This design comes from an exercise in tuning for small area, a short achievable clock period and few clock cycles on the open sky130 flow, not from production work.
Function was checked by simulation only, so behaviour that the tests miss may differ from the original.
Power figures rest on the tool's default switching activity, not on a simulated workload.

`flow/design.v`:
```
package prts_pkg;
    localparam int ID_W        = 16;
    localparam int REP_W       = 16;
    localparam int IN_PERIOD_W = 24;
    localparam int MAX_RESULTS = 16;
    localparam int FIRE_CNT_W  = $clog2(MAX_RESULTS + 1);
    localparam int CMD_W       = 2 + REP_W + ID_W;
    localparam logic [1:0] MODE_ADD_PER = 2'd0;
    localparam logic [1:0] MODE_ADD_REP = 2'd1;
    localparam logic [1:0] MODE_CANCEL  = 2'd2;
    localparam logic [1:0] MODE_TICK    = 2'd3;
    localparam logic [2:0] KIND_ADDED     = 3'd0;
    localparam logic [2:0] KIND_FULL      = 3'd1;
    localparam logic [2:0] KIND_CANCELLED = 3'd2;
    localparam logic [2:0] KIND_UNKNOWN   = 3'd3;
    localparam logic [2:0] KIND_FIRED     = 3'd4;
    typedef struct packed {
        logic [1:0]       mode;
        logic [REP_W-1:0] reps;
        logic [ID_W-1:0]  cancel_id;
    } t_cmd;
    typedef struct packed {
        logic [2:0]      kind;
        logic [ID_W-1:0] id;
        logic            last;
    } t_res;
endpackage
module prts_front #(
    parameter int PERIOD_BITS = 24
) (
    input  logic                              i_clk,
    input  logic                              i_rst_n,
    input  logic                              start,
    output logic                              busy,
    input  logic [1:0]                        i_mode,
    input  logic [prts_pkg::IN_PERIOD_W-1:0]  i_period_ms,
    input  logic [prts_pkg::REP_W-1:0]        i_repeat_count,
    input  logic [prts_pkg::ID_W-1:0]         i_cancel_id,
    output logic                              o_q_valid,
    output prts_pkg::t_cmd                    o_q_cmd,
    output logic [PERIOD_BITS-1:0]            o_q_per,
    input  logic                              i_q_pop
);
    localparam logic [63:0] PER_LIMIT = (64'd1 << PERIOD_BITS) - 64'd1;
    logic [63:0]            per_ext;
    logic [63:0]            per_sat;
    logic [PERIOD_BITS-1:0] per_c;
    prts_pkg::t_cmd                   cmd_c;
    logic                   push;
    logic [prts_pkg::CMD_W-1:0] r_q_cmd [2];
    logic [PERIOD_BITS-1:0] r_q_per [2];
    logic                   r_wp;
    logic                   r_rp;
    logic [1:0]             r_cnt;
    logic                   n_wp;
    logic                   n_rp;
    logic [1:0]             n_cnt;
    always_comb begin
        per_ext = {{(64 - prts_pkg::IN_PERIOD_W){1'b0}}, i_period_ms};
        per_sat = (per_ext > PER_LIMIT) ? PER_LIMIT : per_ext;
        per_c   = per_sat[PERIOD_BITS-1:0];
        cmd_c.mode      = i_mode;
        cmd_c.reps      = (i_mode == prts_pkg::MODE_ADD_REP) ? i_repeat_count : '0;
        cmd_c.cancel_id = (i_mode == prts_pkg::MODE_CANCEL) ? i_cancel_id : '0;
    end
    assign busy = (r_cnt == 2'd2);
    assign push = start && !busy;
    always_comb begin
        n_wp  = r_wp;
        n_rp  = r_rp;
        n_cnt = r_cnt;
        if (push) begin
            n_wp = ~r_wp;
        end
        if (i_q_pop) begin
            n_rp = ~r_rp;
        end
        unique case ({push, i_q_pop})
            2'b10:   n_cnt = r_cnt + 2'd1;
            2'b01:   n_cnt = r_cnt - 2'd1;
            default: n_cnt = r_cnt;
        endcase
    end
    always_ff @(posedge i_clk) begin
        if (!i_rst_n) begin
            r_wp  <= 1'b0;
            r_rp  <= 1'b0;
            r_cnt <= 2'd0;
        end else begin
            r_wp  <= n_wp;
            r_rp  <= n_rp;
            r_cnt <= n_cnt;
        end
    end
    always_ff @(posedge i_clk) begin
        if (push) begin
            r_q_cmd[r_wp] <= cmd_c;
            r_q_per[r_wp] <= (i_mode == prts_pkg::MODE_ADD_PER || i_mode == prts_pkg::MODE_ADD_REP) ? per_c : '0;
        end
    end
    assign o_q_valid = (r_cnt != 2'd0);
    assign o_q_cmd   = r_q_cmd[r_rp];
    assign o_q_per   = r_q_per[r_rp];
endmodule
module prts_back #(
    parameter int NUM_SLOTS   = 16,
    parameter int PERIOD_BITS = 24
) (
    input  logic                   i_clk,
    input  logic                   i_rst_n,
    input  logic                   i_q_valid,
    input  prts_pkg::t_cmd         i_q_cmd,
    input  logic [PERIOD_BITS-1:0] i_q_per,
    output logic                   o_q_pop,
    output logic                   o_res_valid,
    output prts_pkg::t_res         o_res
);
    localparam int           SW        = $clog2(NUM_SLOTS);
    localparam logic [SW-1:0] LAST_SLOT = SW'(NUM_SLOTS - 1);
    localparam logic [1:0] ST_IDLE  = 2'd0;
    localparam logic [1:0] ST_SCAN  = 2'd1;
    localparam logic [1:0] ST_DRAIN = 2'd2;
    localparam logic [1:0] ST_FLUSH = 2'd3;
    typedef struct packed {
        logic                   periodic;
        logic [prts_pkg::ID_W-1:0]        ident;
        logic [PERIOD_BITS-1:0] period;
        logic [PERIOD_BITS-1:0] countdown;
        logic [prts_pkg::REP_W-1:0]       reps;
    } t_entry;
    localparam int EW = 1 + prts_pkg::ID_W + 2 * PERIOD_BITS + prts_pkg::REP_W;
    logic [EW-1:0] mem [NUM_SLOTS];
    logic [1:0]             r_state,      n_state;
    logic [SW-1:0]          r_idx,        n_idx;
    logic                   r_p_valid,    n_p_valid;
    logic [SW-1:0]          r_p_idx,      n_p_idx;
    logic [NUM_SLOTS-1:0]   r_active,     n_active;
    prts_pkg::t_cmd                   r_cmd,        n_cmd;
    logic [PERIOD_BITS-1:0] r_per,        n_per;
    logic [prts_pkg::ID_W-1:0]        r_next_id,    n_next_id;
    logic [prts_pkg::FIRE_CNT_W-1:0]  r_fired,      n_fired;
    logic                   r_pend_valid, n_pend_valid;
    logic [prts_pkg::ID_W-1:0]        r_pend_id,    n_pend_id;
    logic                   r_out_valid,  n_out_valid;
    prts_pkg::t_res                   r_out,        n_out;
    t_entry                 r_rd;
    logic                   mem_we;
    t_entry                 mem_wdata;
    logic                   cur_active;
    logic [PERIOD_BITS-1:0] cd_dec;
    logic                   is_add;
    always_comb begin
        n_state      = r_state;
        n_idx        = r_idx;
        n_p_valid    = r_p_valid;
        n_p_idx      = r_p_idx;
        n_active     = r_active;
        n_cmd        = r_cmd;
        n_per        = r_per;
        n_next_id    = r_next_id;
        n_fired      = r_fired;
        n_pend_valid = r_pend_valid;
        n_pend_id    = r_pend_id;
        n_out_valid  = 1'b0;
        n_out        = r_out;
        o_q_pop      = 1'b0;
        mem_we       = 1'b0;
        mem_wdata    = r_rd;
        cur_active   = r_active[r_p_idx];
        cd_dec       = (r_rd.countdown != '0) ? (r_rd.countdown - 1'b1) : '0;
        is_add       = (r_cmd.mode == prts_pkg::MODE_ADD_PER) || (r_cmd.mode == prts_pkg::MODE_ADD_REP);
        unique case (r_state)
            ST_IDLE: begin
                if (i_q_valid) begin
                    o_q_pop      = 1'b1;
                    n_cmd        = i_q_cmd;
                    n_per        = i_q_per;
                    n_idx        = '0;
                    n_fired      = '0;
                    n_pend_valid = 1'b0;
                    n_state      = ST_SCAN;
                end
            end
            ST_SCAN: begin
                n_p_valid = 1'b1;
                n_p_idx   = r_idx;
                n_idx     = r_idx + 1'b1;
                if (r_idx == LAST_SLOT) begin
                    n_state = ST_DRAIN;
                end
            end
            ST_DRAIN: begin
                n_p_valid = 1'b0;
                n_state   = ST_FLUSH;
            end
            ST_FLUSH: begin
                n_state = ST_IDLE;
                if (is_add) begin
                    n_out_valid = 1'b1;
                    n_out       = {prts_pkg::KIND_FULL, {prts_pkg::ID_W{1'b0}}, 1'b1};
                end else if (r_cmd.mode == prts_pkg::MODE_CANCEL) begin
                    n_out_valid = 1'b1;
                    n_out       = {prts_pkg::KIND_UNKNOWN, r_cmd.cancel_id, 1'b1};
                end else if (r_pend_valid) begin
                    n_out_valid = 1'b1;
                    n_out       = {prts_pkg::KIND_FIRED, r_pend_id, 1'b1};
                end
            end
            default: n_state = ST_IDLE;
        endcase
        if (r_p_valid) begin
            unique case (r_cmd.mode)
                prts_pkg::MODE_ADD_PER, prts_pkg::MODE_ADD_REP: begin
                    if (!cur_active) begin
                        n_active[r_p_idx]   = 1'b1;
                        mem_we              = 1'b1;
                        mem_wdata.periodic  = (r_cmd.mode == prts_pkg::MODE_ADD_PER);
                        mem_wdata.ident     = r_next_id;
                        mem_wdata.period    = r_per;
                        mem_wdata.countdown = '0;
                        mem_wdata.reps      = (r_cmd.mode == prts_pkg::MODE_ADD_PER) ? '0 : r_cmd.reps;
                        n_out_valid         = 1'b1;
                        n_out       = {prts_pkg::KIND_ADDED, r_next_id, 1'b1};
                        n_next_id   = r_next_id + 1'b1;
                        n_p_valid   = 1'b0;
                        n_state     = ST_IDLE;
                    end
                end
                prts_pkg::MODE_CANCEL: begin
                    if (cur_active && r_rd.ident == r_cmd.cancel_id) begin
                        n_active[r_p_idx] = 1'b0;
                        n_out_valid       = 1'b1;
                        n_out     = {prts_pkg::KIND_CANCELLED, r_cmd.cancel_id, 1'b1};
                        n_p_valid = 1'b0;
                        n_state   = ST_IDLE;
                    end
                end
                prts_pkg::MODE_TICK: begin
                    if (cur_active) begin
                        mem_we              = 1'b1;
                        mem_wdata.countdown = cd_dec;
                        if (cd_dec == '0 && r_fired != prts_pkg::FIRE_CNT_W'(prts_pkg::MAX_RESULTS)) begin
                            if (r_pend_valid) begin
                                n_out_valid = 1'b1;
                                n_out = {prts_pkg::KIND_FIRED, r_pend_id, 1'b0};
                            end
                            n_pend_valid = 1'b1;
                            n_pend_id    = r_rd.ident;
                            n_fired      = r_fired + 1'b1;
                            if (r_rd.periodic) begin
                                mem_wdata.countdown = r_rd.period;
                            end else if (r_rd.reps != '0) begin
                                mem_wdata.reps      = r_rd.reps - 1'b1;
                                mem_wdata.countdown = r_rd.period;
                            end else begin
                                n_active[r_p_idx] = 1'b0;
                            end
                        end
                    end
                end
                default: n_state = n_state;
            endcase
        end
    end
    always_ff @(posedge i_clk) begin
        if (!i_rst_n) begin
            r_state      <= ST_IDLE;
            r_idx        <= '0;
            r_p_valid    <= 1'b0;
            r_active     <= '0;
            r_next_id    <= '0;
            r_fired      <= '0;
            r_pend_valid <= 1'b0;
            r_out_valid  <= 1'b0;
        end else begin
            r_state      <= n_state;
            r_idx        <= n_idx;
            r_p_valid    <= n_p_valid;
            r_active     <= n_active;
            r_next_id    <= n_next_id;
            r_fired      <= n_fired;
            r_pend_valid <= n_pend_valid;
            r_out_valid  <= n_out_valid;
        end
    end
    always_ff @(posedge i_clk) begin
        r_p_idx   <= n_p_idx;
        r_cmd     <= n_cmd;
        r_per     <= n_per;
        r_pend_id <= n_pend_id;
        r_out     <= n_out;
    end
    always_ff @(posedge i_clk) begin
        if (mem_we) begin
            mem[r_p_idx] <= mem_wdata;
        end
        r_rd <= mem[r_idx];
    end
    assign o_res_valid = r_out_valid;
    assign o_res       = r_out;
endmodule
module periodic_repeat_timer_scheduler #(
    parameter int NUM_SLOTS   = 16,
    parameter int PERIOD_BITS = 24
) (
    input  logic                              i_clk,
    input  logic                              i_rst_n,
    input  logic                              start,
    output logic                              busy,
    input  logic [1:0]                        i_mode,
    input  logic [prts_pkg::IN_PERIOD_W-1:0]  i_period_ms,
    input  logic [prts_pkg::REP_W-1:0]        i_repeat_count,
    input  logic [prts_pkg::ID_W-1:0]         i_cancel_id,
    output logic                              o_valid,
    output logic [2:0]                        o_kind,
    output logic [prts_pkg::ID_W-1:0]         o_result_id,
    output logic                              o_last
);
    logic                   q_valid;
    prts_pkg::t_cmd                   q_cmd;
    logic [PERIOD_BITS-1:0] q_per;
    logic                   q_pop;
    prts_pkg::t_res                   res;
    prts_front #(
        .PERIOD_BITS (PERIOD_BITS)
    ) u_front (
        .i_clk          (i_clk),
        .i_rst_n        (i_rst_n),
        .start          (start),
        .busy           (busy),
        .i_mode         (i_mode),
        .i_period_ms    (i_period_ms),
        .i_repeat_count (i_repeat_count),
        .i_cancel_id    (i_cancel_id),
        .o_q_valid      (q_valid),
        .o_q_cmd        (q_cmd),
        .o_q_per        (q_per),
        .i_q_pop        (q_pop)
    );
    prts_back #(
        .NUM_SLOTS   (NUM_SLOTS),
        .PERIOD_BITS (PERIOD_BITS)
    ) u_back (
        .i_clk       (i_clk),
        .i_rst_n     (i_rst_n),
        .i_q_valid   (q_valid),
        .i_q_cmd     (q_cmd),
        .i_q_per     (q_per),
        .o_q_pop     (q_pop),
        .o_res_valid (o_valid),
        .o_res       (res)
    );
    assign o_kind      = res.kind;
    assign o_result_id = res.id;
    assign o_last      = res.last;
endmodule
```
`flow/run.sh`:
```
#!/bin/bash
# synth_recipe.tcl (not shown) runs the flow's synth.tcl, then flattens the netlist and writes it again
# the make line also repeats each setting of config.mk as NAME=value (left out here)
make -C /OpenROAD-flow-scripts/flow DESIGN_CONFIG=/design/flow/config.mk WORK_HOME=/design/flow/orfs CLKGATE_MAP_FILE= SYNTH_SCRIPT=/design/flow/synth_recipe.tcl finish
```
`flow/config.mk`:
```
export PLATFORM = sky130hd
export DESIGN_NAME = periodic_repeat_timer_scheduler
export DESIGN_NICKNAME = periodic_repeat_timer_scheduler
export VERILOG_FILES = /design/flow/design.v
export SDC_FILE = /design/flow/constraint.sdc
export NUM_CORES = 4
export LEC_CHECK = 0
export CAP_MARGIN = 20
export CORE_MARGIN = 2
export CORE_UTILIZATION = 40
export SLEW_MARGIN = 20
```
`flow/constraint.sdc`:
```
create_clock -name core_clock -period 7.5 [get_ports {i_clk}]
set_input_delay 1.5000 -clock core_clock [delete_from_list [all_inputs] [get_ports {i_clk}]]
set_output_delay 1.5000 -clock core_clock [all_outputs]
set_load 0.01 [all_outputs]
```
==> flow_summary.json <==
{
  "outcome": "timing/DRC/antenna clean",
  "synthArstFlopShare": 0,
  "hold_viol": 0,
  "antenna_left": 0,
  "seq_area_um2": 47800,
  "core_um2": 159000,
  "ir_drop_v": 0.000253,
  "via_per_inst": 5.68,
  "fp.dieH_um": 404,
  "fmax_ghz": 0.190,
  "postCtsSetupBuffers": 0,
  "seq_area_frac_synth": 0.747,
  "cts_buffer_depth": 3,
  "synth_enable_flop_cells": 1490,
  "rows": 146,
  "first_pass_iters": 6,
  "worst_ep_required_time_ns": 7.94,
  "fillerInstances": 13183,
  "totalWireLength_um": 152000,
  "ys_ff_latch": 1641,
  "fin_hold_ws_ns": 0.491,
  "finalCriticalPeriod_ns": 5.25,
  "skew_ns": 0.0257,
  "area_growth_pct": 14.4,
  "grt_pass1_wl_um": 223000,
  "finalMaxSlewViolations": 0,
  "cts_resized": 0,
  "clk_pin_slew_ns": 0.06,
  "cts_sinks": 1641,
  "hold_depth": 2,
  "syn-cell-area_um2": 64000,
  "numCtsBuffers": 162,
  "synth-main-ff-cell": "edfxtp_1",
  "critPathLaunchType": "flip-flop",
  "initial_core_util": 0.403,
  "synth_top_area_cell": "edfxtp_1",
  "hold_class": "flip-flop to flip-flop",
  "p_leak_nw": 22.8,
  "post_drt_wl_per_cell_um": 27.0,
  "gr-total-overflow": 0,
  "utilization": 0.461,
  "drtIter0Drc": 3552,
  "grt_setup_unrepaired": "false",
  "num_io_pins": 83,
  "antenna_found_initial": 0,
  "vias": 31890,
  "cp-end-kind": "flip-flop",
  "die_w_um": 404,
  "synth_cell_types": 80,
  "worst-slew-pin-transition_ns": 1.07,
  "grt_max_degree": 106,
  "portBuffers": 82,
  "drcViolationCount": 0,
  "tritoncts": "yes",
  "multiInputGateArea_um2": 15600,
  "antenna_cells": 0,
  "design_area_um2": 73200,
  "max_cap_viol_count": 0,
  "placedInstanceArea_um2": 67700,
  "synth_nets": 3327,
  "p_total_mw": 23.7,
  "synth_top_area_share": 0.700,
  "cts_root_buf": "clkbuf_16",
  "grt_pass1_vias": 32516,
  "max-slew-margin-rel": 0.285,
  "placed_cells": 5308,
  "grtUsageTotal": 0.186,
  "dp_slack_ns": 2.29,
  "postCtsHoldBufs": 0,
  "cp_max_fo": 42,
  "path_class": "flip-flop to flip-flop",
  "final-setup-viol-count": 0,
  "synthTopCellsByArea": "edfxtp_1 70%, mux4_2 14%, dfxtp_1 4.7%",
  "h-tree-depth": 4,
  "period_share": 0.701,
  "ys_warn_count": 2,
  "synth.avg_cell_area_um2": 19.7,
  "layout.nets": 3483,
  "dpl.hpwl_um": 87300,
  "cp.arrival_ns": 5.70,
  "syn_inst": 3247,
  "setup_slack_ns": 2.25,
  "insertion_delay_ns": 0.80,
  "gp_congestion": 0.877,
  "power_density_nw_per_um2": 324,
  "die_area_um2": 163000,
  "rr_worst_depth": 8,
  "drive_above_1_share": 0.234,
  "fin_cells": 5617,
  "tns_ns": 0
}
critical path: stages (launching register included):
cell and delay, ns:
edfxtp_1 0.71, clkinv_1 0.39, mux4_2 0.57, and2_1 0.49, nand2_1 0.39, nand2_1 0.60
nand2_1 0.38, nor2_4 0.89, buf_12 0.42
path summary, 6_finish.rpt:
kind / from / endpoint / slack [ns]
setup / recovery: u_back.r_p_idx[2] / u_back.mem[8][62] / 2.25
hold reg to reg: u_back.r_fired[4] / u_back.r_fired[4] / 0.49
hold / removal: u_back.r_fired[4] / u_back.r_fired[4] / 0.49
setup reg to reg: u_back.r_p_idx[2] / u_back.mem[8][62] / 2.25
cell type report:
cell class	instances	area share
repair buffers	161	0.0224
inverters	29	0.00149
clock inverters	77	0.0116
clock buffers	229	0.0627
multi-input cells	1408	0.213
flip-flops and latches	1641	0.653
well taps	2072	0.0354
where the power goes:
part / internal, mW / switching, mW / total (mW)
Combinational: 1.29 / 2.27 / 3.56
Clock: 4.83 / 3.44 / 8.27
Sequential: 11.4 / 0.513 / 11.9
Total: 17.5 / 6.22 / 23.7
registers in the layout, indices dropped and copies added (netlist names), named ones only:
register             flops
u_back.mem            1296
u_back.r_cmd            34
u_back.r_fired           5
u_back.r_idx             4
u_back.r_next_id        16
u_back.r_out            20
u_back.r_out_valid       1
u_back.r_p_idx           4
u_back.r_p_valid         1
u_back.r_pend_id        16
u_back.r_pend_valid      1
u_back.r_per            24
u_back.r_rd             81
u_back.r_state           2
u_front.r_cnt            2
u_front.r_q_cmd         68
u_front.r_q_per         48
u_front.r_rp             1
u_front.r_wp             1
logic make-up after synthesis:
group	Yosys count	share of synthesized area
AO/OA/AOI/OAI	277	0.0295
buffers and inverters	198	0.0120
XOR/XNOR	45	0.00616
adder cells (fa/ha/maj)	19	0.00372
AND/OR/NAND/NOR	589	0.0455
flip-flops	1641	0.747
multiplexers	478	0.156
cell usage in the layout (no fill, tap or decap), drive strengths merged, types with 6 or more instances in the layout:
| master | synthesis | routed |
|---|---|---|
| nand4 | 28 | 28 |
| clkbuf | 130 | 231 |
| nor2b | 29 | 29 |
| xnor2 | 10 | 10 |
| and4 | 6 | 6 |
| and2 | 41 | 41 |
| a22oi | 18 | 18 |
| xor2 | 35 | 35 |
| a21oi | 54 | 54 |
| edfxtp | 1490 | 1490 |
| nand2 | 214 | 214 |
| clkdlybuf4s50 | 0 | 81 |
| nand3 | 64 | 64 |
| and3 | 12 | 12 |
| buf | 39 | 78 |
| o211ai | 13 | 13 |
| o21ai | 55 | 55 |
| mux2i | 8 | 8 |
| a221oi | 12 | 12 |
| clkinv | 3 | 50 |
| inv | 26 | 36 |
| nor2 | 90 | 90 |
| a21o | 29 | 29 |
| nand2b | 9 | 9 |
| or3 | 14 | 14 |
| mux2 | 60 | 60 |
| dfxtp | 151 | 151 |
| bufinv | 0 | 16 |
| a31oi | 21 | 21 |
| ha | 19 | 19 |
| a22o | 18 | 18 |
| nor3 | 35 | 35 |
| o22ai | 9 | 9 |
| or4 | 10 | 10 |
| mux4 | 410 | 410 |
| nor4 | 17 | 17 |
cell usage after synthesis, types with 6 or more instances:
| master | n |
|---|---|
| a221oi_1 | 12 |
| a22oi_1 | 18 |
| mux2_2 | 60 |
| dfxtp_1 | 151 |
| or3_1 | 14 |
| nand2b_1 | 9 |
| inv_1 | 26 |
| ha_1 | 19 |
| nand4_1 | 28 |
| nor2_1 | 89 |
| a22o_1 | 18 |
| nor3_1 | 33 |
| o211ai_1 | 13 |
| or4_1 | 9 |
| nor4_1 | 16 |
| xor2_1 | 35 |
| and2_1 | 38 |
| mux2i_1 | 8 |
| a31oi_1 | 21 |
| and4_1 | 6 |
| a21o_1 | 29 |
| clkbuf_1 | 130 |
| and3_1 | 12 |
| nor2b_1 | 29 |
| edfxtp_1 | 1490 |
| o22ai_1 | 9 |
| mux4_2 | 410 |
| buf_1 | 30 |
| nand2_1 | 212 |
| o21ai_0 | 53 |
| a21oi_1 | 53 |
| nand3_1 | 64 |
| xnor2_1 | 10 |
| buf_2 | 6 |
metal layers:
metal,track usage,vias up,routed length (um)
li1,-,13661,-
met1,0.259,16986,65100
met2,0.305,1053,75000
met3,0.0302,190,8570
met4,0.0475,0,3020
met5,0,-,0
Testbench counts, summed over its fixed seeds: cycles 249,871.

afterwards: timing with drivers on the ports:
The results above use ideal ports. As a check the final layout listed here was re-extracted and re-timed, cells and wires unchanged.
Step 1 sets driving cells, clkbuf_16 on the clock port and buf_2 on the other inputs (assumed; they add their load-dependent delay and slew).
Step 2 times the ports against the registers' clock, not the clock port: input delays grow and output delays shrink by t, the midpoint of the rising clock arrivals with the driver on.
a / b / c = ideal / step 1 / step 2; a / b = the first two.
shift t [ns]: 0.862
setup WS [ns]: 2.245 / 2.245 / 2.245
hold WS [ns]: 0.491 / 0.491 / 0.491
slew at the worst register clock pin (ns): 0.07 / 0.07
pins driven straight from the clock port: 1
After both steps this run still meets setup and hold. For this run, drivers alone change the setup slack by 0.000 ns; drivers and shift together by 0.000 ns.
